From an optimization exercise on the open Yosys and OpenROAD flow, aimed at small area, a short achievable clock period and few clock cycles per item; shortcuts taken in it are not production practice. RTL that was checked went through simulation tests only; none was proved equivalent to the original. The RTL of run 4 was laid out without a check of its function. No activity file was given, so power comes from the tool's default toggle rates.

==> flow/design.v <==
package slsd_pkg;
	localparam int LOAD_W  = 20;
	localparam int SOLAR_W = 19;
	localparam int DELTA_W = 20;
	localparam int HOUR_W  = 5;
	localparam int DEV_W   = 8;
	localparam int EST_W   = 7;
	localparam int HISTORY_DEPTH_DEF = 360;
	localparam int RING_TAPS_DEF     = 8;
	localparam int CFG_IDX_W  = 2;
	localparam int CFG_DATA_W = 19;
	localparam logic [CFG_IDX_W-1:0] REG_CHEAP_START     = 2'd0;
	localparam logic [CFG_IDX_W-1:0] REG_CHEAP_END       = 2'd1;
	localparam logic [CFG_IDX_W-1:0] REG_SOLAR_THRESHOLD = 2'd2;
	localparam logic [CFG_IDX_W-1:0] REG_MAX_DEVICES     = 2'd3;
	localparam logic [HOUR_W-1:0]  CHEAP_START_RST = 5'd22;
	localparam logic [HOUR_W-1:0]  CHEAP_END_RST   = 5'd6;
	localparam logic [SOLAR_W-1:0] THRESHOLD_RST   = 19'd8000;
	localparam logic [DEV_W-1:0]   MAX_DEVICES_RST = 8'd10;
	localparam logic [HOUR_W-1:0]  LAST_HOUR       = 5'd23;
	localparam logic [DELTA_W-1:0] DELTA_SAT = 20'd1000000;
	localparam int                 MIN_FILL  = 6;
	localparam logic [EST_W-1:0] EST_BASE_HI   = 7'd55;
	localparam logic [EST_W-1:0] EST_BASE_LO   = 7'd15;
	localparam logic [EST_W-1:0] EST_FEW_ADD   = 7'd25;
	localparam logic [EST_W-1:0] EST_RISE_ADD  = 7'd35;
	localparam logic [EST_W-1:0] EST_STRONG    = 7'd10;
	localparam logic [EST_W-1:0] EST_CAP       = 7'd98;
	localparam logic [EST_W-1:0] EST_SHIFT_MIN = 7'd65;
	localparam int DIV_IN_W = SOLAR_W - 5;
	localparam int DIV_BY   = 75;
endpackage
module slsd_ring #(
	parameter int DEPTH = slsd_pkg::HISTORY_DEPTH_DEF,
	parameter int WIDTH = slsd_pkg::DELTA_W,
	parameter int TAPS  = slsd_pkg::RING_TAPS_DEF
) (
	input  logic                    clk,
	input  logic                    wr,
	input  logic [$clog2(TAPS)-1:0] tap,
	input  logic [$clog2(TAPS)-1:0] rtap,
	input  logic [WIDTH-1:0]        wdata,
	output logic [WIDTH-1:0]        rdata
);
	localparam int M     = DEPTH / TAPS;
	localparam int TAP_W = $clog2(TAPS);
	logic [DEPTH*WIDTH-1:0] q;
	for (genvar i = 0; i < DEPTH; i++) begin : g_ent
		localparam int PREV = (i + DEPTH - 1) % DEPTH;
		if ((i % M) == 1) begin : g_tap
			always_ff @(posedge clk) begin
				if (wr && tap == TAP_W'(i / M))
					q[i*WIDTH +: WIDTH] <= wdata;
				else
					q[i*WIDTH +: WIDTH] <= q[PREV*WIDTH +: WIDTH];
			end
		end else begin : g_pass
			always_ff @(posedge clk) begin
				q[i*WIDTH +: WIDTH] <= q[PREV*WIDTH +: WIDTH];
			end
		end
	end
	always_comb begin
		rdata = q[(DEPTH-2)*WIDTH +: WIDTH];
		for (int k = 1; k < TAPS; k++)
			if (rtap == TAP_W'(k)) rdata = q[(k*M-2)*WIDTH +: WIDTH];
	end
endmodule
module slsd_decide (
	input  logic                          above,
	input  logic                          boost,
	input  logic                          cheap,
	input  logic                          surplus,
	input  logic                          few,
	input  logic                          sum_low,
	input  logic                          rising_cmp,
	output logic                          run_loads,
	output logic [slsd_pkg::EST_W-1:0]    est
);
	logic                        rising;
	logic [slsd_pkg::EST_W-1:0]  est_sum;
	assign rising = few || rising_cmp;
	always_comb begin
		est_sum = above ? slsd_pkg::EST_BASE_HI : slsd_pkg::EST_BASE_LO;
		if (few) begin
			if (above) est_sum = est_sum + slsd_pkg::EST_FEW_ADD;
		end else if (sum_low) begin
			if (above) est_sum = est_sum + slsd_pkg::EST_RISE_ADD;
		end else if (rising) begin
			est_sum = est_sum + slsd_pkg::EST_RISE_ADD;
		end
		if (boost) est_sum = est_sum + slsd_pkg::EST_STRONG;
		est = (est_sum > slsd_pkg::EST_CAP) ? slsd_pkg::EST_CAP : est_sum;
	end
	assign run_loads = cheap && surplus && above && rising && (est >= slsd_pkg::EST_SHIFT_MIN);
endmodule
module solar_load_shift_decision #(
	parameter int HISTORY_DEPTH = slsd_pkg::HISTORY_DEPTH_DEF,
	parameter int RING_TAPS     = slsd_pkg::RING_TAPS_DEF
) (
	input  logic                            clk,
	input  logic                            arst_n,
	input  logic                            wr_en,
	input  logic [slsd_pkg::CFG_IDX_W-1:0]  wr_index,
	input  logic [slsd_pkg::CFG_DATA_W-1:0] wr_data,
	input  logic                            sample_valid,
	output logic                            sample_ready,
	input  logic [slsd_pkg::LOAD_W-1:0]     sample_load_power,
	input  logic [slsd_pkg::SOLAR_W-1:0]    sample_solar_power,
	input  logic [slsd_pkg::DELTA_W-1:0]    sample_solar_energy_delta,
	input  logic [slsd_pkg::HOUR_W-1:0]     sample_hour,
	output logic                            result_valid,
	input  logic                            result_ready,
	output logic                            result_run_loads,
	output logic [slsd_pkg::DEV_W-1:0]      result_plug_count,
	output logic [slsd_pkg::EST_W-1:0]      result_solar_estimate
);
	localparam int M      = HISTORY_DEPTH / RING_TAPS;
	localparam int PH_W   = $clog2(M);
	localparam int TAP_W  = $clog2(RING_TAPS);
	localparam int DW     = slsd_pkg::DELTA_W;
	localparam int FILL_W = $clog2(HISTORY_DEPTH + 1);
	localparam int F5_W   = $clog2(5 * HISTORY_DEPTH + 1);
	localparam int NDIG   = (F5_W + 2) / 2;          
	localparam int SUM_W  = DW + FILL_W;
	localparam int S6_W   = SUM_W + 3;               
	localparam int DD_W   = DW + 1;
	localparam int DD6_W  = DD_W + 3;                
	localparam int Z_W    = SUM_W + 4;               
	localparam int RES_W  = 1 + slsd_pkg::DEV_W + slsd_pkg::EST_W;
	localparam int DIV_W  = slsd_pkg::DIV_IN_W;
	localparam int DIVBY  = slsd_pkg::DIV_BY;
	logic [slsd_pkg::HOUR_W-1:0]  cheap_start_q;
	logic [slsd_pkg::HOUR_W-1:0]  cheap_end_q;
	logic [slsd_pkg::SOLAR_W-1:0] threshold_q;
	logic [slsd_pkg::DEV_W-1:0]   max_devices_q;
	logic [slsd_pkg::SOLAR_W+1:0] thr3_q;
	always_ff @(posedge clk or negedge arst_n) begin
		if (!arst_n) begin
			cheap_start_q <= slsd_pkg::CHEAP_START_RST;
			cheap_end_q   <= slsd_pkg::CHEAP_END_RST;
			threshold_q   <= slsd_pkg::THRESHOLD_RST;
			thr3_q        <= (slsd_pkg::SOLAR_W + 2)'(slsd_pkg::THRESHOLD_RST) * (slsd_pkg::SOLAR_W + 2)'(3);
			max_devices_q <= slsd_pkg::MAX_DEVICES_RST;
		end else if (wr_en) begin
			case (wr_index)
				slsd_pkg::REG_CHEAP_START:     cheap_start_q <= wr_data[slsd_pkg::HOUR_W-1:0];
				slsd_pkg::REG_CHEAP_END:       cheap_end_q   <= wr_data[slsd_pkg::HOUR_W-1:0];
				slsd_pkg::REG_SOLAR_THRESHOLD: begin
					threshold_q <= wr_data[slsd_pkg::SOLAR_W-1:0];
					thr3_q      <= ((slsd_pkg::SOLAR_W + 2)'(wr_data[slsd_pkg::SOLAR_W-1:0]) << 1) +
						(slsd_pkg::SOLAR_W + 2)'(wr_data[slsd_pkg::SOLAR_W-1:0]);
				end
				slsd_pkg::REG_MAX_DEVICES:     max_devices_q <= wr_data[slsd_pkg::DEV_W-1:0];
				default: ;
			endcase
		end
	end
	localparam int CAP   = 5;
	localparam int QD    = CAP - 1;
	localparam int CNT_W = $clog2(CAP + 1);
	localparam int QP_W  = $clog2(QD);
	logic              ready_q;
	logic              v1_q, v2_q, v3_q;
	logic [CNT_W-1:0]  cnt_q;
	logic [PH_W-1:0]   ph_q;
	logic [TAP_W-1:0]  tap_q;
	logic [FILL_W-1:0] fill_q;
	logic [F5_W-1:0]   fill5_q;
	logic              accept;
	logic              deliver;
	logic              full;
	logic              out_v_q;
	logic [CNT_W-1:0]  cnt_n;
	logic [PH_W-1:0]   ph_n;
	logic [TAP_W-1:0]  tap_n;
	assign accept  = sample_valid && ready_q;
	assign deliver = out_v_q && result_ready;
	assign full    = (fill_q == FILL_W'(HISTORY_DEPTH));
	assign cnt_n   = cnt_q + CNT_W'(accept) - CNT_W'(deliver);
	always_comb begin
		if (accept) begin
			ph_n  = ph_q;
			tap_n = tap_q;
		end else if (ph_q == PH_W'(M - 1)) begin
			ph_n  = '0;
			tap_n = (tap_q == TAP_W'(RING_TAPS - 1)) ? '0 : tap_q + 1'b1;
		end else begin
			ph_n  = ph_q + 1'b1;
			tap_n = tap_q;
		end
	end
	always_ff @(posedge clk or negedge arst_n) begin
		if (!arst_n) begin
			ready_q  <= 1'b0;
			v1_q     <= 1'b0;
			v2_q     <= 1'b0;
			v3_q     <= 1'b0;
			cnt_q    <= '0;
			ph_q     <= '0;
			tap_q    <= '0;
			fill_q   <= '0;
			fill5_q  <= '0;
		end else begin
			ready_q  <= (accept || (ph_q == PH_W'(M - 1))) && (cnt_n < CNT_W'(CAP));
			v1_q     <= accept;
			v2_q     <= v1_q;
			v3_q     <= v2_q;
			cnt_q    <= cnt_n;
			ph_q     <= ph_n;
			tap_q    <= tap_n;
			if (accept && !full) begin
				fill_q  <= fill_q + 1'b1;
				fill5_q <= fill5_q + F5_W'(5);
			end
		end
	end
	assign sample_ready = ready_q;
	logic [DW-1:0]                dsat0;
	logic [DW-1:0]                ring_old;
	logic                         surplus0;
	logic [slsd_pkg::SOLAR_W-1:0] diff0;
	logic                         above0;
	logic                         boost0;
	logic                         cheap0;
	assign dsat0    = (sample_solar_energy_delta > slsd_pkg::DELTA_SAT) ? slsd_pkg::DELTA_SAT :
		sample_solar_energy_delta;
	assign surplus0 = slsd_pkg::LOAD_W'(sample_solar_power) > sample_load_power;
	assign diff0    = slsd_pkg::SOLAR_W'(slsd_pkg::LOAD_W'(sample_solar_power) - sample_load_power);
	assign above0   = sample_solar_power >= threshold_q;
	assign boost0   = {sample_solar_power, 1'b0} > thr3_q;
	always_comb begin
		if (sample_hour > slsd_pkg::LAST_HOUR || cheap_start_q > slsd_pkg::LAST_HOUR ||
			cheap_end_q > slsd_pkg::LAST_HOUR) begin
			cheap0 = 1'b0;
		end else if (cheap_start_q == cheap_end_q) begin
			cheap0 = 1'b1;
		end else if (cheap_start_q < cheap_end_q) begin
			cheap0 = (sample_hour >= cheap_start_q) && (sample_hour < cheap_end_q);
		end else begin
			cheap0 = (sample_hour >= cheap_start_q) || (sample_hour < cheap_end_q);
		end
	end
	logic [TAP_W-1:0] rtap;
	logic [DW-1:0]    old_pre_q;
	assign rtap = (ph_q == PH_W'(M - 1)) ? ((tap_q == TAP_W'(RING_TAPS - 1)) ? '0 : tap_q + 1'b1) :
		tap_q;
	always_ff @(posedge clk)
		old_pre_q <= ring_old;
	logic [NDIG-1:0] bone0, btwo0, bneg0;
	always_comb begin
		logic [F5_W+2:0] f;
		logic [2:0]      g;
		f = {2'b00, fill5_q, 1'b0};
		for (int k = 0; k < NDIG; k++) begin
			g        = f[2*k +: 3];
			bone0[k] = g[1] ^ g[0];
			btwo0[k] = (g == 3'b011) || (g == 3'b100);
			bneg0[k] = g[2] && !(g[1] && g[0]);
		end
	end
	localparam int DR_W = DIV_W + 2;
	function automatic logic [DR_W+1:0] div4(input logic [DR_W-1:0] r, input int i);
		logic [9:0] w, t1, t2, t3;
		logic [1:0] d;
		logic [DR_W-1:0] n;
		w  = {1'b0, r[i +: 9]};
		t1 = w - 10'(DIVBY);
		t2 = w - 10'(2 * DIVBY);
		t3 = w - 10'(3 * DIVBY);
		n  = r;
		if (!t3[9]) begin
			d = 2'd3; n[i +: 9] = t3[8:0];
		end else if (!t2[9]) begin
			d = 2'd2; n[i +: 9] = t2[8:0];
		end else if (!t1[9]) begin
			d = 2'd1; n[i +: 9] = t1[8:0];
		end else begin
			d = 2'd0;
		end
		div4 = {d, n};
	endfunction
	logic [DIV_W-1:0]  y0;
	assign y0 = diff0[slsd_pkg::SOLAR_W-1:5];
	logic [DW-1:0]     delta1;
	logic [DW+2:0]     old6_1;
	logic [NDIG-1:0]   bone1, btwo1, bneg1;
	logic [FILL_W-1:0] fill1;
	logic [DIV_W-1:0]  y1;
	logic              above1, boost1, cheap1, surplus1;
	always_ff @(posedge clk or negedge arst_n) begin
		if (!arst_n) begin
			delta1 <= '0;
			old6_1 <= '0;
		end else begin
			delta1 <= accept ? dsat0 : '0;
			old6_1 <= (accept && full) ? ((DW+3)'(old_pre_q) << 2) + ((DW+3)'(old_pre_q) << 1) : '0;
		end
	end
	always_ff @(posedge clk) begin
		bone1    <= bone0;
		btwo1    <= btwo0;
		bneg1    <= bneg0;
		fill1    <= fill_q;
		y1       <= y0;
		above1   <= above0;
		boost1   <= boost0;
		cheap1   <= cheap0;
		surplus1 <= surplus0;
	end
	slsd_ring #(
		.DEPTH (HISTORY_DEPTH),
		.WIDTH (DW),
		.TAPS  (RING_TAPS)
	) u_ring (
		.clk   (clk),
		.wr    (v1_q),
		.tap   (tap_q),
		.rtap  (rtap),
		.wdata (delta1),
		.rdata (ring_old)
	);
	logic [DD6_W-1:0] dd1;
	always_comb begin
		logic [DD6_W-1:0] x, y, z, u, w;
		x = DD6_W'(delta1) << 2;
		y = DD6_W'(delta1) << 1;
		z = ~(DD6_W'(old6_1));
		u = x ^ y ^ z;
		w = ((x & y) | (x & z) | (y & z)) << 1;
		w[0] = 1'b1;
		dd1 = u + w;
	end
	logic [Z_W-1:0] rows [NDIG];
	always_comb begin
		logic [Z_W-1:0] row;
		for (int k = 0; k < NDIG; k++) begin
			row = '0;
			for (int j = 0; j <= DW; j++)
				row[j] = (bone1[k] && (j < DW) && delta1[j]) || (btwo1[k] && (j > 0) && delta1[j-1]);
			if (bneg1[k]) row = ~row;
			row = row << (2 * k);
			if (k > 0) row[2*k-2] = bneg1[k-1];
			rows[k] = row;
		end
	end
	function automatic logic [2*Z_W-1:0] csa(input logic [Z_W-1:0] x, y, z);
		logic [Z_W-1:0] c;
		c = ((x & y) | (x & z) | (y & z)) << 1;
		csa = {c, x ^ y ^ z};
	endfunction
	logic [Z_W-1:0] sa, ca, sb, cb, sc, cc, pc1, ps1;
	assign {ca, sa}   = csa(rows[0], rows[1], rows[2]);
	assign {cb, sb}   = csa(rows[3], rows[4], rows[5]);
	assign {cc, sc}   = csa(sa, ca, sb);
	assign {pc1, ps1} = csa(sc, cc, cb);
	logic [10:0] rem1;    
	logic [3:0]  q1;
	always_comb begin
		logic [DR_W-1:0] r;
		r = DR_W'(y1);
		{q1[3:2], r} = div4(r, 6);
		{q1[1:0], r} = div4(r, 4);
		rem1 = r[10:0];
	end
	logic [Z_W-1:0]    pc2, ps2;
	logic [DD6_W-1:0]  dd2;
	logic [FILL_W+2:0] fill6_2;
	logic              few2;
	logic [10:0]       rem2;
	logic [3:0]        q2;
	logic              above2, boost2, cheap2, surplus2;
	always_ff @(posedge clk) begin
		pc2      <= pc1;
		ps2      <= ps1;
		fill6_2  <= (FILL_W+3)'(fill1) * (FILL_W+3)'(6);
		few2     <= fill1 < FILL_W'(slsd_pkg::MIN_FILL);
		rem2     <= rem1;
		q2       <= q1;
		above2   <= above1;
		boost2   <= boost1;
		cheap2   <= cheap1;
		surplus2 <= surplus1;
	end
	logic [S6_W-1:0] s6_q;
	always_ff @(posedge clk or negedge arst_n) begin
		if (!arst_n) begin
			dd2  <= '0;
			s6_q <= '0;
		end else begin
			dd2  <= dd1;
			s6_q <= s6_q + {{(S6_W-DD6_W){dd2[DD6_W-1]}}, dd2};
		end
	end
	logic [Z_W-1:0] u2, w2;
	logic           rise2;
	always_comb begin
		logic [Z_W-1:0] x, y, z;
		x = Z_W'(s6_q);
		y = ~pc2;
		z = ~ps2;
		u2 = x ^ y ^ z;
		w2 = ((x & y) | (x & z) | (y & z)) << 1;
		w2[0] = 1'b1;
	end
	assign rise2 = u2[Z_W-1] ^ w2[Z_W-1] ^ (u2[Z_W-2:0] >= ~w2[Z_W-2:0]);
	logic [slsd_pkg::DEV_W-1:0] quot2;
	always_comb begin
		logic [DR_W-1:0] r;
		r = DR_W'(rem2);
		quot2[7:4] = q2;
		{quot2[3:2], r} = div4(r, 2);
		{quot2[1:0], r} = div4(r, 0);
	end
	logic             rise3, few3, sum_low3;
	logic [slsd_pkg::DEV_W-1:0] quot3;
	logic             above3, boost3, cheap3, surplus3;
	always_ff @(posedge clk) begin
		rise3    <= rise2;
		few3     <= few2;
		sum_low3 <= s6_q <= S6_W'(fill6_2);
		quot3    <= quot2;
		above3   <= above2;
		boost3   <= boost2;
		cheap3   <= cheap2;
		surplus3 <= surplus2;
	end
	logic                       run3;
	logic [slsd_pkg::EST_W-1:0] est3;
	slsd_decide u_decide (
		.above      (above3),
		.boost      (boost3),
		.cheap      (cheap3),
		.surplus    (surplus3),
		.few        (few3),
		.sum_low    (sum_low3),
		.rising_cmp (rise3),
		.run_loads  (run3),
		.est        (est3)
	);
	logic [slsd_pkg::DEV_W-1:0] plugs3;
	always_comb begin
		if (!run3)
			plugs3 = '0;
		else if (quot3 == '0)
			plugs3 = (max_devices_q == '0) ? '0 : slsd_pkg::DEV_W'(1);
		else if (quot3 > max_devices_q)
			plugs3 = max_devices_q;
		else
			plugs3 = quot3;
	end
	logic [RES_W-1:0] res3;
	assign res3 = {run3, plugs3, est3};
	logic [RES_W-1:0] out_q;
	logic [RES_W-1:0] qmem [QD];
	logic [QP_W-1:0]  qrd_q, qwr_q;
	logic [CNT_W-1:0] qcnt_q;
	logic             take, pop, qpush;
	assign take  = !out_v_q || deliver;
	assign pop   = take && (qcnt_q != '0);
	assign qpush = v3_q && !(take && (qcnt_q == '0));
	always_ff @(posedge clk or negedge arst_n) begin
		if (!arst_n) begin
			out_v_q <= 1'b0;
			qrd_q   <= '0;
			qwr_q   <= '0;
			qcnt_q  <= '0;
		end else begin
			if (take) out_v_q <= (qcnt_q != '0) || v3_q;
			if (pop)   qrd_q <= (qrd_q == QP_W'(QD - 1)) ? '0 : qrd_q + 1'b1;
			if (qpush) qwr_q <= (qwr_q == QP_W'(QD - 1)) ? '0 : qwr_q + 1'b1;
			qcnt_q <= qcnt_q + CNT_W'(qpush) - CNT_W'(pop);
		end
	end
	always_ff @(posedge clk) begin
		if (take) out_q <= (qcnt_q != '0) ? qmem[qrd_q] : res3;
		if (v3_q) qmem[qwr_q] <= res3;
	end
	assign result_valid          = out_v_q;
	assign result_run_loads      = out_q[RES_W-1];
	assign result_plug_count     = out_q[slsd_pkg::EST_W +: slsd_pkg::DEV_W];
	assign result_solar_estimate = out_q[slsd_pkg::EST_W-1:0];
endmodule
==> flow/flow/run.sh <==
#!/bin/bash
# The standard layout (standard.sh, its synthesis unchanged) with these settings changed:
# - the port buffers are sky130_fd_sc_hd__buf_4 instead of the delay buffer buffer_ports picks
#   by itself (every port still gets its own buffer);
# - timing repair may resize cells across footprints;
# - clock tree synthesis clusters up to 25 sinks within 80 um per leaf buffer and inserts no
#   dummy loads (the tree is still one balanced tree from the clock port).
# Every tool's output goes to orfs/logs/ as usual; make's own output goes to flow.log here.
set -euo pipefail
bash standard.sh \
	"BUFFER_PORTS_ARGS=-buffer_cell sky130_fd_sc_hd__buf_4" \
	MATCH_CELL_FOOTPRINT=0 \
	"CTS_ARGS=-sink_clustering_enable -repair_clock_nets -dont_use_dummy_load -sink_clustering_size 25 -sink_clustering_max_diameter 80" \
	finish > flow.log 2>&1
==> flow/standard.sh <==
#!/bin/bash
# synth_recipe.tcl (not shown) runs the flow's synth.tcl, then flattens the netlist and writes it again
# the make line also repeats each setting of config.mk as NAME=value (left out here)
make -C /OpenROAD-flow-scripts/flow DESIGN_CONFIG=/design/flow/config.mk WORK_HOME=/design/flow/orfs CLKGATE_MAP_FILE= SYNTH_SCRIPT=/design/flow/synth_recipe.tcl "${@:-finish}"
==> flow/config.mk <==
export PLATFORM = sky130hd
export DESIGN_NAME = solar_load_shift_decision
export DESIGN_NICKNAME = solar_load_shift_decision
export VERILOG_FILES = /design/flow/design.v
export SDC_FILE = /design/flow/constraint.sdc
export NUM_CORES = 4
export LEC_CHECK = 0
export CAP_MARGIN = 20
export CORE_MARGIN = 2
export CORE_UTILIZATION = 62
export SETUP_SLACK_MARGIN = 4.6
export SLEW_MARGIN = 20
export SYNTH_MEMORY_MAX_BITS = 8192
==> flow/constraint.sdc <==
create_clock -name core_clock -period 7.5 [get_ports {clk}]
set_input_delay 1.5000 -clock core_clock [delete_from_list [all_inputs] [get_ports {clk}]]
set_output_delay 1.5000 -clock core_clock [all_outputs]
set_load 0.01 [all_outputs]
==> results of run 1 <==
-- cells by family (layout without fill, tap and decap cells) --
logic type | after synthesis | count (layout)
simple gates | 760 | 762
fa+ha+maj | 445 | 445
compound gates | 887 | 889
buf+inv | 550 | 1043
xor+xnor | 238 | 238
other cells | 0 | 11
flops | 7649 | 7649
mux | 71 | 71
-- placed cells by master (no fill, tap or decap), types with 52 or more instances in the layout --
master     netlist  layout
clkbuf_16        0     354
buf_4            1     252
xor2_1          54      52
inv_1          394     369
nand2_1        360     351
fa_1           148     143
dfxtp_1       7372    7340
a21oi_1        131     105
a21o_1          81      80
nor2_1         117     105
xnor2_1        184     178
dfrtp_1        177     152
a22oi_1        112     104
edfxtp_1        80      80
ha_1           297     271
o21ai_0        306     250
-- final timing paths --
check                                end    startpoint  slack [ns]  depth (start not counted)
min in group asynchronous     delta1[15]        arst_n        0.59                          1
max reg2reg                      dd2[12]     delta1[0]        4.16                         17
max                              dd2[12]     delta1[0]        4.16                         17
min                        u_ring.q[105]  u_ring.q[85]        0.27                          0
max in group asynchronous      delta1[1]        arst_n        5.75                          2
min reg2reg                u_ring.q[105]  u_ring.q[85]        0.27                          0
-- through the flow --
step           cells  hold slack (ns)  instance area, µm²
2_1_floorplan  10600            0.310              176000
3_3_place_gp   14300            0.309              182000
3_5_place_dp   14300            0.312              182000
4_1_cts        14800            0.273              192000
5_1_grt        14800            0.274              193000
6_report       14900            0.271              193000
-- layout make-up --
cell class	instances	area [µm²]
Antenna cell	11	27.5
Clock buffer	354	8860
Fill cell	18700	89400
Inverter	398	1580
Multi-Input combinational cell	2405	20300
Sequential cell	7649	155000
Tap cell	3743	4680
Timing Repair Buffer	291	2390
-- where the power goes --
group	total, µW	internal [µW]	switching [µW]
clock	19600	8440	11100
sequential	41100	40900	198
combinational	1810	831	979
-- per-layer routing --
| metal | GRT usage, % | vias up | share of wire (%) |
|---|---|---|---|
| met1 | 26.4 | 33300 | 48 |
| met3 | 2.85 | 430 | 3.7 |
| met4 | 5.92 | 0 | 3.2 |
| li1 | - | 34500 | - |
| met5 | 0 | - | 0 |
| met2 | 30.0 | 1004 | 45 |
-- registers in the layout, summed over array words and instances, names as in the netlist, 14 cells and up --
name         flops
u_ring.q      7200
qmem            64
ps2             33
s6_q            31
pc2             29
dd2             23
old6_1          22
delta1          20
old_pre_q       20
thr3_q          20
threshold_q     19
out_q           16
y1              14
-- repair_timing --
item                       4_1_cts  5_1_grt
pin swaps                       68       86
resized for setup              180      159
buffers inserted               100       55
cloned                           2        2
setup endpoints to repair      141      133
==> run notes, run 1 <==
outcome=timing/DRC/antenna clean; Setup CP Type=flip-flop to flip-flop; Leak=0.0781 µW; Synth area leaders=dfxtp_1 84%, dfrtp_1 2.5%, ha_1 2.1%; post-synthesis sequential area ratio=88.0%; area share of fa/ha/maj cells after synthesis=3.79%; Max VDD drop=0.279 mV; vias in the first global route=70,000; Ys Warns=16; Netlist cell types=91; buffers and inverters on the worst path=5; initial antenna violation count=24; post-route ant nets=0; DRC violations left=0; drt pass-1 iters=6; share of cells above drive strength 1=9.25%; Commonest cells post-synth=7,372 x dfxtp_1, 394 x inv_1, 360 x nand2_1, 306 x o21ai_0, 297 x ha_1; gpl congestion=0.850; arrival time at the worst endpoint=4.08 ns; WP data required=8.24 ns; Die Y=537 µm; Clock Tree Buf Depth=4; type of destination of the critical path=flip-flop; fin worst setup slack=4.16 ns; Post-synth EDFFs=80; Die W=537 µm; mapped cell area=176,000 µm²; Setup Skew=0.110 ns; XOR/XNOR Fraction of Synth Area=1.18%; number of hold buffers added after cts=0; Synth Area in Simple Gates=2.01%; Max-Cap Viols=0; worst-margin pin slew=1.42 ns; Reg clk slew, reported paths=0.09 ns; WL per Instance=18.3 µm; CTS tree=built; syn_area_per_cell=16.6 µm²; global-route wire length before repair=408,000 µm; Largest stage delay, worst path=0.49 ns; Critical Path Source Type=flip-flop; CTS buffer count=354; Iter 0 DRT Violations=3,996; mux contribution to synthesized area=0.548%; main combinational cell family by area after synthesis=adder cells; Die Footprint=288,000 µm²; slew margin rel.=4.13%; Initial Util=62.4%; Sink Count=7,649; area leader, netlist=dfxtp_1; htree depth=5; hold crit path type=flip-flop to flip-flop; Tmin final=3.34 ns; Fin Setup TNS=0 ns; clock latency on the worst-skew pair=0.92 ns; total gr overflow=0; Syn Nets=11,100; Final #Nets=11,600; FF+latch count, synth=7,649; post-synthesis compound-gate area fraction=3.26%; GRT Util Overall=18.7%; largest net degree at the start of global routing=100; core area=282,000 µm²; Final Core Density=68.3%; asr flop ratio synth=2.58%; Top delay family on crit path=compound AO/OA/AOI/OAI gates; synthesized netlist cell count=10,600; Top FF cell, synth=dfxtp_1; Yosys top cell area share=83.8%; RSZ-0062 raised after global routing=true; Slew Limit Fails=0; # IOs=108; Avg Vias per Cell=4.66; crit path cell chain=buf_8, clkinv_8, fa_1, inv_1, ha_1, a21o_1, a21oi_2, o21ai_2, a2111oi_4, buf_4, buf_4, nor2_1, a21o_1, a21oi_2, nor2b_1, o31a_1, xor2_1; vias post-DR=69,200; final worst-path cycle share=44.5%; # rows=195; Setup WS pre-CTS=3.38 ns; endpoints failing hold=0; Post-DP HPWL=175,000 µm; setup violators final=0; Power, Total=62,400 µW; final wirelength=271,000 µm; Max Fclk=0.300 GHz; # port buffers=107; Power Dens Cells=324 nW/µm²; top-count cell post-synth=dfxtp_1; clock root cell=clkbuf_16; slowest CP cell=fa_1; top fanout value on the critical path=2; Syn-to-layout area delta=9.58%
Testbench counts, summed over its fixed seeds: cycles 9,235, items 9,000.
==> inputs of run 2 (changes only) <==
==> flow/run.sh (new file) <==
#!/bin/bash
# synth_recipe.tcl (not shown) runs the flow's synth.tcl, then flattens the netlist and writes it again
# the make line also repeats each setting of config.mk as NAME=value (left out here)
make -C /OpenROAD-flow-scripts/flow DESIGN_CONFIG=/design/flow/config.mk WORK_HOME=/design/flow/orfs CLKGATE_MAP_FILE= SYNTH_SCRIPT=/design/flow/synth_recipe.tcl finish
--- a/flow/config.mk
+++ b/flow/config.mk
@@ -8,6 +8,8 @@
 export CAP_MARGIN = 20
 export CORE_MARGIN = 2
 export CORE_UTILIZATION = 62
+export CTS_CLUSTER_DIAMETER = 80
+export CTS_CLUSTER_SIZE = 25
 export SETUP_SLACK_MARGIN = 4.6
 export SLEW_MARGIN = 20
 export SYNTH_MEMORY_MAX_BITS = 8192
removed: flow/flow/run.sh
removed: flow/standard.sh
==> run notes, run 2 <==
GRT Util Overall=18.4% (-0.29 points); Ys Warns=16 (unchanged); syn_area_per_cell=16.6 µm² (unchanged); Die Footprint=288,000 µm² (unchanged); main combinational cell family by area after synthesis=adder cells; mux contribution to synthesized area=0.548% (unchanged); number of hold buffers added after cts=0 (unchanged); Syn-to-layout area delta=10.6%; mapped cell area=176,000 µm² (unchanged); setup violators final=0 (unchanged); Critical Path Source Type=flip-flop; WL per Instance=17.8 µm (-2.7%); dpl cells=14,300 (+0.035%); Netlist cell types=91 (unchanged); # port buffers=107 (unchanged); WP data required=8.29 ns (+0.05 ns); share of cells above drive strength 1=9.64% (+0.40 points); CP Launch Point=delta1[0]; DRC violations left=0 (unchanged); vias in the first global route=70,600 (+0.82%); Clock Tree Buf Depth=4 (unchanged); drt pass-1 iters=9 (+3); final wirelength=266,000 µm (-1.9%); Fin Setup TNS=0 ns (unchanged); Sink Count=7,649 (unchanged); initial antenna violation count=24 (unchanged); gpl congestion=0.832 (-2.2%); Non-Filler Instances=15,000 (+0.77%); multi-input logic area=20,600 µm² (+1.4%); Top FF cell, synth=dfxtp_1; hold crit path type=flip-flop to flip-flop; top fanout value on the critical path=2 (unchanged); Post-synth EDFFs=80 (unchanged); largest net degree at the start of global routing=108 (+8.0%); Max-Cap Viols=0 (unchanged); Initial Util=62.4% (unchanged); htree depth=5 (unchanged); # IOs=108 (unchanged); Hold Crit Start=u_ring.q[4081]; arrival time at the worst endpoint=4.09 ns (about the same); Syn Nets=11,100 (unchanged); clock latency on the worst-skew pair=0.92 ns (about the same); area share of fa/ha/maj cells after synthesis=3.79% (unchanged); Iter 0 DRT Violations=3,648 (-8.7%); CTS tree=built; Die Y=537 µm (unchanged); XOR/XNOR Fraction of Synth Area=1.18% (unchanged); total gr overflow=0 (unchanged); final worst-path cycle share=44.0% (-0.50 points); Post-DP HPWL=166,000 µm (-5.0%); Yosys top cell area share=83.8% (unchanged); synthesized netlist cell count=10,600 (unchanged); Setup Skew=0.0633 ns (-0.0470 ns); Max VDD drop=0.274 mV (-1.5%); area leader, netlist=dfxtp_1; clock root cell=clkbuf_16; core area=282,000 µm² (unchanged); worst-margin pin slew=1.33 ns (-0.0894 ns); worst flop-to-flop path startpoint=delta1[0]; post-route ant nets=0 (unchanged); Slew Limit Fails=0 (unchanged); FF+latch count, synth=7,649 (unchanged); top-count cell post-synth=dfxtp_1; Avg Vias per Cell=4.67 (+0.10%); Tmin final=3.30 ns (-0.0374 ns); fillcell total=18,500 (-0.93%); Final #Nets=11,700 (+0.37%); Commonest cells post-synth=7,372 x dfxtp_1, 394 x inv_1, 360 x nand2_1, 306 x o21ai_0, 297 x ha_1; Die W=537 µm (unchanged); type of destination of the critical path=flip-flop; global-route wire length before repair=406,000 µm (-0.60%); Setup CP Type=flip-flop to flip-flop; Synth area leaders=dfxtp_1 84%, dfrtp_1 2.5%, ha_1 2.1%; slew margin rel.=10.1% (+6.0 points); Largest register FFs=7,200 (unchanged); endpoints failing hold=0 (unchanged); vias post-DR=69,900 (+0.88%); Leak=0.0789 µW (+0.97%); commonest cells after routing, fill and taps aside=7,343 x dfxtp_1, 362 x inv_1, 362 x clkbuf_16, 350 x nand2_1, 253 x ha_1; Reg clk slew, reported paths=0.09 ns (about the same); # rows=195 (unchanged); Power Dens Cells=325 nW/µm² (+0.57%); post-synthesis sequential area ratio=88.0% (unchanged); commonest non-fill, non-tap cell in the layout=dfxtp_1; RSZ-0062 raised after global routing=true; top flop regs=u_ring.q (7200), qmem (64), ps2 (33); CTS buffer count=353 (-0.28%); Max Fclk=0.303 GHz (+1.1%); post-synthesis compound-gate area fraction=3.26% (unchanged); outcome=timing/DRC/antenna clean; Synth Area in Simple Gates=2.01% (unchanged); asr flop ratio synth=2.58% (unchanged); largest reg by FF count=u_ring.q; Sequential cell area=155,000 µm² (about the same)
## run 2: per-layer routing
layer,wire (µm),share of wire (%),GRT usage [%],vias up
met5,0,0,0,-
met4,9220,3.5,6.52,0
met3,8390,3.2,2.31,499
met2,121000,45,29.4,991
met1,128000,48,26.2,33700
li1,-,-,-,34700
## run 2: critical path: stages, from the launching register on
cell        delay [ns]
dfrtp_2           0.45
clkinvlp_4        0.12
fa_1              0.52
inv_1             0.05
ha_1              0.27
a21o_1            0.17
a21oi_2           0.17
o21ai_2           0.10
a2111oi_4         0.35
buf_4             0.18
nor2_2            0.04
a21o_1            0.18
a21oi_2           0.15
nor2b_1           0.06
o31a_1            0.25
xor2_1            0.14
## run 2: what timing repair did
item                                    in CTS  in global routing
cloned                                       6                  2
buffers inserted                           134                 56
endpoints found under the setup margin     169                119
endpoints found under the hold margin        0                  0
pin swaps                                  119                115
resized for setup                          378                178
## run 2: final cells by class
cell class / instances / area share, %
timing repair buffer: 334 / 1.56
antenna: 15 / 0.0193
inverter: 398 / 0.806
clock buffer: 380 / 4.69
multi-input combinational: 2406 / 10.6
tap: 3743 / 2.41
sequential: 7649 / 79.6
clock inverter: 41 / 0.324
## run 2: path summary, 6_finish.rpt
| check | slack [ns] | to | cells past startpoint |
|---|---|---|---|
| max in group asynchronous | 5.34 | cheap_start_q[4] | 3 |
| hold / removal | 0.28 | u_ring.q[4101] | 0 |
| min in group asynchronous | 0.64 | delta1[13] | 1 |
| setup reg to reg | 4.20 | dd2[12] | 15 |
| setup / recovery | 4.20 | dd2[12] | 15 |
| hold reg to reg | 0.28 | u_ring.q[4101] | 0 |
## run 2: where the power goes
group          internal [µW]  total (µW)  leakage (µW)  switching (µW)
combinational            881        1890        0.0115            1010
clock                   8870       20400       0.00478           11500
sequential             40900       41100        0.0627             204
total                  50600       63400        0.0789           12800
## run 2: kinds of logic after synthesis
| kind of cell | after synthesis |
|---|---|
| DFF | 7649 |
| AOI/OAI and AO/OA | 887 |
| and+or+nand+nor | 760 |
| buffers and inverters | 550 |
| adders and majority gates | 445 |
| xor gates and xnor gates | 238 |
| muxes | 71 |
## run 2: through the flow
step | area, µm² | utilization (%) | worst slack, ns | power (µW) | hold slack [ns]
after floorplan | 176000 | - | 3.95 | 43000 | 0.310
after global placement | 182000 | 64.4 | 2.81 | 43500 | 0.309
after detailed placement | 182000 | 64.4 | 2.73 | 43500 | 0.312
after CTS | 194000 | 68.6 | 4.19 | 63800 | 0.271
after global routing | 195000 | 69.0 | 4.00 | 65600 | 0.285
final | 195000 | 69.0 | 4.20 | 63400 | 0.282
==> inputs of run 3 (changes only) <==
--- a/flow/design.v
+++ b/flow/design.v
@@ -288,16 +288,9 @@
 	logic [FILL_W-1:0] fill1;
 	logic [DIV_W-1:0]  y1;
 	logic              above1, boost1, cheap1, surplus1;
-	always_ff @(posedge clk or negedge arst_n) begin
-		if (!arst_n) begin
-			delta1 <= '0;
-			old6_1 <= '0;
-		end else begin
-			delta1 <= accept ? dsat0 : '0;
-			old6_1 <= (accept && full) ? ((DW+3)'(old_pre_q) << 2) + ((DW+3)'(old_pre_q) << 1) : '0;
-		end
-	end
 	always_ff @(posedge clk) begin
+		delta1   <= accept ? dsat0 : '0;
+		old6_1   <= (accept && full) ? ((DW+3)'(old_pre_q) << 2) + ((DW+3)'(old_pre_q) << 1) : '0;
 		bone1    <= bone0;
 		btwo1    <= btwo0;
 		bneg1    <= bneg0;
@@ -373,6 +366,7 @@
 	always_ff @(posedge clk) begin
 		pc2      <= pc1;
 		ps2      <= ps1;
+		dd2      <= dd1;
 		fill6_2  <= (FILL_W+3)'(fill1) * (FILL_W+3)'(6);
 		few2     <= fill1 < FILL_W'(slsd_pkg::MIN_FILL);
 		rem2     <= rem1;
@@ -385,11 +379,9 @@
 	logic [S6_W-1:0] s6_q;
 	always_ff @(posedge clk or negedge arst_n) begin
 		if (!arst_n) begin
-			dd2  <= '0;
 			s6_q <= '0;
 		end else begin
-			dd2  <= dd1;
-			s6_q <= s6_q + {{(S6_W-DD6_W){dd2[DD6_W-1]}}, dd2};
+			s6_q <= s6_q + (v2_q ? {{(S6_W-DD6_W){dd2[DD6_W-1]}}, dd2} : '0);
 		end
 	end
 	logic [Z_W-1:0] u2, w2;
--- a/flow/config.mk
+++ b/flow/config.mk
@@ -7,9 +7,9 @@
 export LEC_CHECK = 0
 export CAP_MARGIN = 20
 export CORE_MARGIN = 2
-export CORE_UTILIZATION = 62
+export CORE_UTILIZATION = 55
 export CTS_CLUSTER_DIAMETER = 80
 export CTS_CLUSTER_SIZE = 25
-export SETUP_SLACK_MARGIN = 4.6
+export SETUP_SLACK_MARGIN = 4.5
 export SLEW_MARGIN = 20
 export SYNTH_MEMORY_MAX_BITS = 8192
==> run notes, run 3 <==
outcome=timing/DRC/antenna clean; CTS buffer count=352 (-0.28%); post-synthesis compound-gate area fraction=2.94% (-0.32 points); mapped cell area=176,000 µm² (+0.10%); # rows=207 (+6.2%); Largest stage delay, worst path=0.54 ns (+0.02 ns); Slew Limit Fails=0 (unchanged); htree depth=5 (unchanged); Avg Vias per Cell=4.53 (-3.0%); Max-Cap Viols=0 (unchanged); area leader, netlist=dfxtp_1; Die Footprint=325,000 µm² (+13%); Sink Count=7,649 (unchanged); final wirelength=255,000 µm (-4.1%); # port buffers=107 (unchanged); Iter 0 DRT Violations=4,135 (+13%); asr flop ratio synth=1.73% (-0.85 points); Post-DP HPWL=150,000 µm (-9.7%); Top FF cell, synth=dfxtp_1; Initial Util=55.4% (-7.0 points); hold crit path type=flip-flop to flip-flop; arrival time at the worst endpoint=3.99 ns (-0.10 ns); Synth area leaders=dfxtp_1 84%, ha_1 2.1%, fa_1 1.7%; post-route ant nets=0 (unchanged); Largest register FFs=7,200 (unchanged); Final #Nets=11,800 (+0.74%); largest reg by FF count=u_ring.q; vias post-DR=70,100 (+0.31%); DRC violations left=0 (unchanged); slowest CP cell=dfrtp_4; internal reg-to-reg setup slack=4.31 ns (+0.11 ns); GRT Util Overall=15.7% (-2.7 points); RSZ-0062 raised after global routing=true; Max VDD drop=0.237 mV (-14%); Hold EP=u_ring.q[3190]; met2 Use GR=22.4% (-7.0 points); Fin Setup TNS=0 ns (unchanged); setup violators final=0 (unchanged); type of destination of the critical path=flip-flop; Leak=0.0780 µW (-1.2%); Max Fclk=0.314 GHz (+3.5%); most used routing layer=met1; top flop regs=u_ring.q (7200), qmem (64), ps2 (33); post-synthesis sequential area ratio=87.7% (-0.27 points); top fanout value on the critical path=8 (+6); Die Y=570 µm (+6.2%); # IOs=108 (unchanged); vias in the first global route=70,900 (+0.47%); Cell Area, Placed=183,000 µm² (+0.42%); worst flop-to-flop path startpoint=v2_q; fillcell total=23,400 (+27%); Die W=570 µm (+6.2%); Clock Tree Buf Depth=4 (unchanged); Worst R2R End=s6_q[31]; Final Instance Area=195,000 µm² (-0.11%); initial antenna violation count=23 (-4.2%); Critical Path Source Type=flip-flop; share of cells above drive strength 1=8.50% (-1.1 points); gpl congestion=0.801 (-3.7%); Reg clk slew, reported paths=0.10 ns (about the same); clock root cell=clkbuf_16; global-route wire length before repair=400,000 µm (-1.5%); Setup Skew=0.0605 ns (-0.00280 ns); core area=318,000 µm² (+13%); endpoints failing hold=0 (unchanged); syn_area_per_cell=16.4 µm² (-1.4%); Ys Warns=16 (unchanged); worst-margin pin slew=1.05 ns (-0.283 ns); synthesized netlist cell count=10,800 (+1.5%); largest net degree at the start of global routing=69 (-36%); M3 GR Usage=2.60% (+0.29 points); Netlist cell types=94 (+3.3%); Setup CP Type=flip-flop to flip-flop; mux contribution to synthesized area=0.613% (+0.065 points); CTS tree=built; Yosys top cell area share=84.5% (+0.65 points); WL per Instance=16.5 µm (-7.2%); total gr overflow=0 (unchanged); Syn Nets=11,300 (+1.5%); slew margin rel.=29.2% (+19 points); drt pass-1 iters=5 (-4); area share of fa/ha/maj cells after synthesis=3.80% (about the same); M1 GR Usage=24.1% (-2.0 points); top-count cell post-synth=dfxtp_1; Power Dens Cells=349 nW/µm² (+7.2%); commonest non-fill, non-tap cell in the layout=dfxtp_1; WP data required=8.30 ns (about the same); FF+latch count, synth=7,649 (unchanged); hold depth=0 (unchanged); final worst-path cycle share=42.5% (-1.5 points); Tmin final=3.19 ns (-0.110 ns); Synth Area in Simple Gates=2.59% (+0.58 points); Syn-to-layout area delta=10.4%; Hold Crit Start=u_ring.q[3170]; Commonest cells post-synth=7,437 x dfxtp_1, 468 x nand2_1, 395 x inv_1, 298 x ha_1, 289 x o21ai_0; main combinational cell family by area after synthesis=adder cells; XOR/XNOR Fraction of Synth Area=1.14% (-0.047 points); Worst Reg2Reg Path Length in Cells=13 (-2); crit path cell chain=buf_6, and2_4, ha_4, a21o_1, a221oi_2, o21a_1, nor2_2, a2111oi_4, a211oi_2, o31ai_2, buf_4, mux2i_1, a2111oi_2; commonest cells after routing, fill and taps aside=7,392 x dfxtp_1, 463 x nand2_1, 365 x inv_1, 354 x clkbuf_16, 263 x o21ai_0; clock latency on the worst-skew pair=0.93 ns (about the same); Post-synth EDFFs=80 (unchanged)
run 3: cell count changes after synthesis, sizes merged, moves of 21 or more:
cell and delta:
dfrtp -65, nor2 +22, a31oi -26, nand3 +99
a21o -30, a22o -21, dfxtp +65, and2 +30
nand2 +107
run 3: metrics by stage:
stage / hold WS, ns / std cells / total power, µW / utilization [%] / setup WS [ns]
after global placement: 0.309 / 14900 / 47700 / 57.4 / 2.78
final: 0.305 / 15500 / 67800 / 61.1 / 4.31
after floorplan: 0.310 / 10800 / 46000 / - / 4.01
after detailed placement: 0.312 / 14900 / 47800 / 57.4 / 2.88
after CTS: 0.292 / 15400 / 68400 / 60.8 / 4.30
after global routing: 0.313 / 15500 / 70800 / 61.1 / 4.20
run 3: cell families (layout without fill, tap and decap cells):
logic type / after synthesis / in the layout
fa+ha+maj: 446 / 446
mux: 79 / 79
buf+inv: 551 / 1073
flops: 7649 / 7649
xor+xnor: 228 / 228
other cells: 0 / 11
compound gates: 812 / 812
simple gates: 999 / 999
run 3: area by class of cell:
| cell class | instances | area [µm²] | share of cell area [%] |
|---|---|---|---|
| diodes | 11 | 27.5 | 0.0142 |
| clock buffers | 372 | 8940 | 4.59 |
| clock inverters | 41 | 758 | 0.390 |
| inverters | 400 | 1600 | 0.825 |
| multi-input cells | 2564 | 20900 | 10.8 |
| flip-flops and latches | 7649 | 155000 | 79.6 |
| well taps | 4180 | 5230 | 2.69 |
| repair buffers | 260 | 2280 | 1.17 |
run 3: routing by layer:
metal	vias to the layer above	share of wire [%]	routed length [µm]
met5	-	0.011	27
met4	4	3.4	8620
met3	502	4.4	11300
met2	1007	40	103000
met1	33700	52	132000
li1	34900	-	-
run 3: what timing repair did:
item,CTS,global route
gates cloned,2,0
hold buffers,0,0
pin swaps,57,77
endpoints found under the setup margin,184,118
buffers inserted,83,36
gates resized for setup,273,181
run 3: power by group:
group / switching, µW / leakage [µW] / internal (µW)
Combinational: 3110 / 0.0110 / 2400
Sequential: 709 / 0.0623 / 41300
Clock: 11600 / 0.00472 / 8730
run 3: critical path, delay by kind of cell, from the launching register on:
kind,cells,cell delay [ns]
AOI/OAI and AO/OA,7,1.73
and+or+nand+nor,2,0.19
muxes,1,0.08
adders and majority gates,1,0.25
buffers and inverters,2,0.30
DFF,1,0.54
run 3: worst max-delay path by stage:
stage | startpoint | end | slack [ns] | cells past startpoint
floorplan | sample_solar_power[1] | y1[12] | 4.01 | 10
finish | v2_q | s6_q[31] | 4.31 | 13
CTS | delta1[0] | dd2[19] | 4.30 | 12
global placement | sample_solar_power[1] | y1[8] | 2.78 | 11
detailed placement | sample_solar_power[1] | y1[12] | 2.88 | 11
global route | delta1[2] | dd2[21] | 4.20 | 14
Testbench counts of run 3, summed over its fixed seeds: cycles 9,235, items 9,000.
==> inputs of run 4 (changes only) <==
--- a/flow/design.v
+++ b/flow/design.v
@@ -313,16 +313,17 @@
 		.wdata (delta1),
 		.rdata (ring_old)
 	);
-	logic [DD6_W-1:0] dd1;
+	localparam int DDC_W = DD6_W - 1;
+	logic [DDC_W-1:0] ddu1, ddw1;
 	always_comb begin
-		logic [DD6_W-1:0] x, y, z, u, w;
-		x = DD6_W'(delta1) << 2;
-		y = DD6_W'(delta1) << 1;
-		z = ~(DD6_W'(old6_1));
-		u = x ^ y ^ z;
+		logic [DDC_W-1:0] x, y, z, w;
+		x = DDC_W'(delta1) << 2;
+		y = DDC_W'(delta1) << 1;
+		z = ~old6_1;
+		ddu1 = x ^ y ^ z;
 		w = ((x & y) | (x & z) | (y & z)) << 1;
 		w[0] = 1'b1;
-		dd1 = u + w;
+		ddw1 = w;
 	end
 	logic [Z_W-1:0] rows [NDIG];
 	always_comb begin
@@ -347,26 +348,26 @@
 	assign {cb, sb}   = csa(rows[3], rows[4], rows[5]);
 	assign {cc, sc}   = csa(sa, ca, sb);
 	assign {pc1, ps1} = csa(sc, cc, cb);
-	logic [10:0] rem1;    
-	logic [3:0]  q1;
+	logic [12:0] rem1;    
+	logic [1:0]  q1;
 	always_comb begin
 		logic [DR_W-1:0] r;
 		r = DR_W'(y1);
-		{q1[3:2], r} = div4(r, 6);
-		{q1[1:0], r} = div4(r, 4);
-		rem1 = r[10:0];
+		{q1, r} = div4(r, 6);
+		rem1 = r[12:0];
 	end
 	logic [Z_W-1:0]    pc2, ps2;
-	logic [DD6_W-1:0]  dd2;
+	logic [DDC_W-1:0]  ddu2, ddw2;
 	logic [FILL_W+2:0] fill6_2;
 	logic              few2;
-	logic [10:0]       rem2;
-	logic [3:0]        q2;
+	logic [12:0]       rem2;
+	logic [1:0]        q2;
 	logic              above2, boost2, cheap2, surplus2;
 	always_ff @(posedge clk) begin
 		pc2      <= pc1;
 		ps2      <= ps1;
-		dd2      <= dd1;
+		ddu2     <= v1_q ? ddu1 : '1;
+		ddw2     <= v1_q ? ddw1 : DDC_W'(1);
 		fill6_2  <= (FILL_W+3)'(fill1) * (FILL_W+3)'(6);
 		few2     <= fill1 < FILL_W'(slsd_pkg::MIN_FILL);
 		rem2     <= rem1;
@@ -376,47 +377,70 @@
 		cheap2   <= cheap1;
 		surplus2 <= surplus1;
 	end
-	logic [S6_W-1:0] s6_q;
+	function automatic logic [2*Z_W-1:0] csa3(input logic [Z_W-1:0] x, y, z);
+		logic [Z_W-1:0] c;
+		c = ((x & y) | (x & z) | (y & z)) << 1;
+		csa3 = {c, x ^ y ^ z};
+	endfunction
+	logic [Z_W-1:0] sa_q, sb_q;
+	logic [Z_W-1:0] ddu2x, ddw2x, sa_p, sb_p, sa_n, sb_n;
+	assign ddu2x = {{(Z_W-DDC_W){1'b1}}, ddu2};
+	assign ddw2x = Z_W'(ddw2);
+	assign {sb_p, sa_p} = csa3(sa_q, sb_q, ddu2x);
+	assign {sb_n, sa_n} = csa3(sa_p, sb_p, ddw2x);
 	always_ff @(posedge clk or negedge arst_n) begin
 		if (!arst_n) begin
-			s6_q <= '0;
+			sa_q <= '0;
+			sb_q <= '0;
 		end else begin
-			s6_q <= s6_q + (v2_q ? {{(S6_W-DD6_W){dd2[DD6_W-1]}}, dd2} : '0);
+			sa_q <= sa_n;
+			sb_q <= sb_n;
 		end
 	end
-	logic [Z_W-1:0] u2, w2;
+	logic [Z_W-1:0] u2, w2, ua, wa;
 	logic           rise2;
 	always_comb begin
-		logic [Z_W-1:0] x, y, z;
-		x = Z_W'(s6_q);
-		y = ~pc2;
-		z = ~ps2;
-		u2 = x ^ y ^ z;
-		w2 = ((x & y) | (x & z) | (y & z)) << 1;
+		{wa, ua} = csa3(sa_q, sb_q, ~pc2);
+		{w2, u2} = csa3(ua, wa, ~ps2);
 		w2[0] = 1'b1;
 	end
 	assign rise2 = u2[Z_W-1] ^ w2[Z_W-1] ^ (u2[Z_W-2:0] >= ~w2[Z_W-2:0]);
-	logic [slsd_pkg::DEV_W-1:0] quot2;
+	logic [Z_W-1:0] ul2, wl2;
+	logic           sum_low2;
+	assign {wl2, ul2} = csa3(sa_q, sb_q, ~(Z_W'(fill6_2)));
+	assign sum_low2 = ul2[Z_W-1] ^ wl2[Z_W-1] ^ (ul2[Z_W-2:0] > ~wl2[Z_W-2:0]);
+	logic [8:0] rem2n;    
+	logic [5:0] q2n;
 	always_comb begin
 		logic [DR_W-1:0] r;
 		r = DR_W'(rem2);
-		quot2[7:4] = q2;
-		{quot2[3:2], r} = div4(r, 2);
-		{quot2[1:0], r} = div4(r, 0);
+		q2n[5:4] = q2;
+		{q2n[3:2], r} = div4(r, 4);
+		{q2n[1:0], r} = div4(r, 2);
+		rem2n = r[8:0];
 	end
 	logic             rise3, few3, sum_low3;
-	logic [slsd_pkg::DEV_W-1:0] quot3;
+	logic [8:0]       rem3;
+	logic [5:0]       q3;
 	logic             above3, boost3, cheap3, surplus3;
 	always_ff @(posedge clk) begin
 		rise3    <= rise2;
 		few3     <= few2;
-		sum_low3 <= s6_q <= S6_W'(fill6_2);
-		quot3    <= quot2;
+		sum_low3 <= sum_low2;
+		rem3     <= rem2n;
+		q3       <= q2n;
 		above3   <= above2;
 		boost3   <= boost2;
 		cheap3   <= cheap2;
 		surplus3 <= surplus2;
 	end
+	logic [slsd_pkg::DEV_W-1:0] quot3;
+	always_comb begin
+		logic [DR_W-1:0] r;
+		r = DR_W'(rem3);
+		quot3[7:2] = q3;
+		{quot3[1:0], r} = div4(r, 0);
+	end
 	logic                       run3;
 	logic [slsd_pkg::EST_W-1:0] est3;
 	slsd_decide u_decide (
==> flow/flow/run.sh (new file) <==
#!/bin/bash
# The standard layout (standard.sh, its synthesis unchanged) with these settings changed:
# - the port buffers are sky130_fd_sc_hd__buf_4 instead of the delay buffer buffer_ports picks
#   by itself (every port still gets its own buffer);
# - timing repair may resize cells across footprints;
# - clock tree synthesis clusters up to 25 sinks within 80 um per leaf buffer and inserts no
#   dummy loads (the tree is still one balanced tree from the clock port).
# Every tool's output goes to orfs/logs/ as usual; make's own output goes to flow.log here.
set -euo pipefail
bash standard.sh \
	"BUFFER_PORTS_ARGS=-buffer_cell sky130_fd_sc_hd__buf_4" \
	MATCH_CELL_FOOTPRINT=0 \
	"CTS_ARGS=-sink_clustering_enable -repair_clock_nets -dont_use_dummy_load -sink_clustering_size 25 -sink_clustering_max_diameter 80" \
	finish > flow.log 2>&1
==> flow/standard.sh (new file) <==
#!/bin/bash
# synth_recipe.tcl (not shown) runs the flow's synth.tcl, then flattens the netlist and writes it again
# the make line also repeats each setting of config.mk as NAME=value (left out here)
make -C /OpenROAD-flow-scripts/flow DESIGN_CONFIG=/design/flow/config.mk WORK_HOME=/design/flow/orfs CLKGATE_MAP_FILE= SYNTH_SCRIPT=/design/flow/synth_recipe.tcl "${@:-finish}"
--- a/flow/config.mk
+++ b/flow/config.mk
@@ -8,8 +8,6 @@
 export CAP_MARGIN = 20
 export CORE_MARGIN = 2
 export CORE_UTILIZATION = 55
-export CTS_CLUSTER_DIAMETER = 80
-export CTS_CLUSTER_SIZE = 25
 export SETUP_SLACK_MARGIN = 4.5
 export SLEW_MARGIN = 20
 export SYNTH_MEMORY_MAX_BITS = 8192
removed: flow/run.sh
==> run notes, run 4 <==
outcome=complete, but fails checks; Layout Check Fails=max-capacitance violations, max-slew violations; asr flop ratio synth=2.13% (+0.40 points); largest reg by FF count=u_ring.q; final wirelength=267,000 µm (+4.5%); post-synthesis sequential area ratio=87.7% (about the same); Syn Nets=11,300 (-0.25%); Slew Limit Fails=2 (+2); Sink Count=7,708 (+0.77%); sequential power share=60.1% (-1.8 points); DRC violations left=0 (unchanged); type of destination of the critical path=flip-flop; crit path cell chain=inv_2, fa_1, inv_1, fa_1, ha_4, o21a_1, o21a_1, o21ai_1, nand2b_1, a21oi_2, o211ai_1, a2111oi_2, buf_4, o31ai_2, xnor2_1; hold crit path type=flip-flop to flip-flop; Largest stage delay, worst path=0.52 ns (-0.02 ns); worst flop-to-flop path startpoint=sa_q[3]; Post-synth EDFFs=80 (unchanged); WP data required=8.25 ns (-0.05 ns); Clk pwr share=28.0% (-2.0 points); commonest cells after routing, fill and taps aside=7,419 x dfxtp_1, 472 x inv_1, 370 x nand2_1, 363 x clkbuf_16, 268 x ha_1; Reg clk slew, reported paths=0.09 ns (about the same); synthesized netlist cell count=10,700 (-0.91%); Clock Tree Buf Depth=4 (unchanged); Final #Nets=11,700 (-0.25%); FF+latch count, synth=7,708 (+0.77%); clock latency on the worst-skew pair=0.92 ns (about the same); combinational share of power=11.9% (+3.8 points); Tmin final=3.28 ns (+0.0904 ns); Iter 0 DRT Violations=3,659 (-12%); post-route ant nets=0 (unchanged); global-route wire length before repair=405,000 µm (+1.3%); htree depth=5 (unchanged); # rows=208 (+0.48%); # IOs=108 (unchanged); switching power=16,400 µW (+6.3%); top flop regs=u_ring.q (7200), qmem (64), ps2 (33); largest net degree at the start of global routing=114 (+65%); mapped cell area=178,000 µm² (+0.89%); Synth area leaders=dfxtp_1 84%, fa_1 2.6%, dfrtp_1 2.0%; Critical Path Source Type=flip-flop; total gr overflow=0 (unchanged); syn_area_per_cell=16.7 µm² (+1.8%); area leader, netlist=dfxtp_1; Setup Skew=0.0602 ns (-0.000313 ns); Hold Crit Start=u_ring.q[6171]; worst-margin pin slew=1.50 ns (+0.454 ns); gpl congestion=0.796 (-0.62%); P_int=54,000 µW (+3.1%); Initial Util=55.3% (about the same); CP Launch Point=sa_q[3]; initial antenna violation count=34 (+48%); slew margin rel.=-1.36% (-31 points); Die W=573 µm (+0.44%); WL per Instance=17.3 µm (+4.7%); Sw Share=23.3% (+0.55 points); Max VDD drop=0.251 mV (+5.9%); hold depth=0 (unchanged); endpoints failing hold=0 (unchanged); Ys Warns=16 (unchanged); Worst Reg2Reg Path Length in Cells=15 (+2); Leak=0.0784 µW (+0.56%); Die Footprint=328,000 µm² (+0.89%); Power, Total=70,400 µW (+3.8%); RSZ-0062 raised after global routing=true; Max Fclk=0.305 GHz (-2.8%); Post-DP HPWL=170,000 µm (+14%); Yosys top cell area share=84.0% (-0.44 points); CTS tree=built; Setup WS pre-CTS=2.92 ns (+0.0423 ns); Top FF cell, synth=dfxtp_1; # port buffers=107 (unchanged); top fanout value on the critical path=2 (-6); GRT Util Overall=16.2% (+0.51 points); setup violators final=0 (unchanged); CTS buffer count=359 (+2.0%); Netlist cell types=93 (-1.1%); clock root cell=clkbuf_16; Commonest cells post-synth=7,464 x dfxtp_1, 486 x inv_1, 386 x nand2_1, 297 x o21ai_0, 288 x ha_1; CP Depth=15 (+2); drt pass-1 iters=7 (+2); Syn-to-layout area delta=9.83%; vias in the first global route=69,400 (-2.1%); final worst-path cycle share=43.7% (+1.2 points); vias post-DR=69,000 (-1.6%); commonest non-fill, non-tap cell in the layout=dfxtp_1; arrival time at the worst endpoint=4.03 ns (+0.04 ns); slowest CP cell=fa_1; buffers and inverters on the worst path=3 (+1); Top delay family on crit path=adder cells; Largest register FFs=7,200 (unchanged); top-count cell post-synth=dfxtp_1; worst hold slack=0.288 ns (-0.0167 ns); fin worst setup slack=4.22 ns (-0.0904 ns); Die Y=573 µm (+0.44%); Fin Setup TNS=0 ns (unchanged); Avg Vias per Cell=4.46 (-1.4%); Final Core Density=60.8% (-0.35 points); Max-Cap Viols=1 (+1); Power Dens Cells=361 nW/µm² (+3.4%); share of cells above drive strength 1=8.43% (-0.067 points); core area=321,000 µm² (+0.97%); Setup CP Type=flip-flop to flip-flop
-- run 4: path summary, 6_finish.rpt --
| check | to | slack [ns] |
|---|---|---|
| max | rise3 | 4.22 |
| min | u_ring.q[6191] | 0.29 |
| max reg2reg | rise3 | 4.22 |
| min reg2reg | u_ring.q[6191] | 0.29 |
| max in group asynchronous | tap_q[0] | 5.72 |
| min in group asynchronous | max_devices_q[0] | 0.59 |
-- run 4: what timing repair did --
| action | CTS | global route |
|---|---|---|
| endpoints found under the setup margin | 156 | 108 |
| cloned | 5 | 0 |
| setup buffers | 59 | 33 |
| pin swaps | 57 | 79 |
| resized for setup | 213 | 153 |
| hold buffers | 0 | 0 |
-- run 4: kinds of logic after synthesis --
| group | count (synthesis) | synth area share (%) |
|---|---|---|
| flops | 7708 | 87.7 |
| compound gates | 768 | 2.75 |
| simple gates | 753 | 1.96 |
| buf+inv | 631 | 1.34 |
| fa+ha+maj | 516 | 4.59 |
| xor+xnor | 203 | 1.01 |
| mux | 86 | 0.626 |
| other cells | 1 | 0.00211 |
-- run 4: power by group through the flow --
stage | Combinational, µW | Clock, µW | Sequential (µW)
global route | 9620 | 21900 | 42400
detailed placement | 7180 | 0 | 43300
CTS | 7930 | 20500 | 42300
finish | 8370 | 19800 | 42300
global placement | 7150 | 0 | 43300
floorplan | 5230 | 0 | 42900
-- run 4: stage by stage --
step	instance area, µm²	cells
3_3_place_gp	184000	15000
4_1_cts	194000	15400
5_1_grt	195000	15400
2_1_floorplan	178000	10700
3_5_place_dp	184000	15000
6_report	195000	15500
-- run 4: final cells by class --
class                      count  area [µm²]
sequential                  7708      156000
fill                       23800      126000
multi-input combinational   2328       20700
clock buffer                 359        8980
tap                         4305        5390
timing repair buffer         242        2190
inverter                     489        1860
antenna                       22        55.1
-- run 4: metal layers --
metal	global-route usage (%)	up-vias	wire length, µm
met5	0	-	13
met4	4.24	2	7130
met3	2.68	433	11900
met2	24.4	1012	112000
met1	24.5	33200	135000
li1	-	34300	-

## what the ideal ports hide
In the flow no input, the clock included, has a driving cell. The finished layouts below were timed again as built, in two steps. Step 1 (the two cells are an assumption about what drives the block):
set clk [get_ports {clk}]
set_driving_cell -lib_cell sky130_fd_sc_hd__clkbuf_16 $clk
set_driving_cell -lib_cell sky130_fd_sc_hd__buf_2 [delete_from_list [all_inputs] $clk]
Step 2 also shifts input and output timing later by t, the mid clock arrival at the registers, as if the neighbouring blocks saw the same clock. a / b / c = ideal ports / drivers / drivers and shift; a / b = the first two.
run | t (ns) | setup slack, ns | worst hold slack (ns) | latest minus earliest clock arrival (ns)
run 1 | 0.961 | 4.163 / 4.163 / 3.643 | 0.271 / 0.271 / 0.271 | 0.115 / 0.115
run 2 | 0.983 | 4.201 / 4.201 / 3.593 | 0.282 / 0.282 / 0.282 | 0.069 / 0.070
run 3 | 0.995 | 4.311 / 4.311 / 3.594 | 0.305 / 0.305 / 0.305 | 0.065 / 0.066
run 4 | 0.972 | 4.220 / 4.220 / 3.542 | 0.288 / 0.288 / 0.288 | 0.100 / 0.101
For run 3, which loses most, drivers alone change the setup slack by 0.000 ns; drivers and shift together by -0.717 ns.
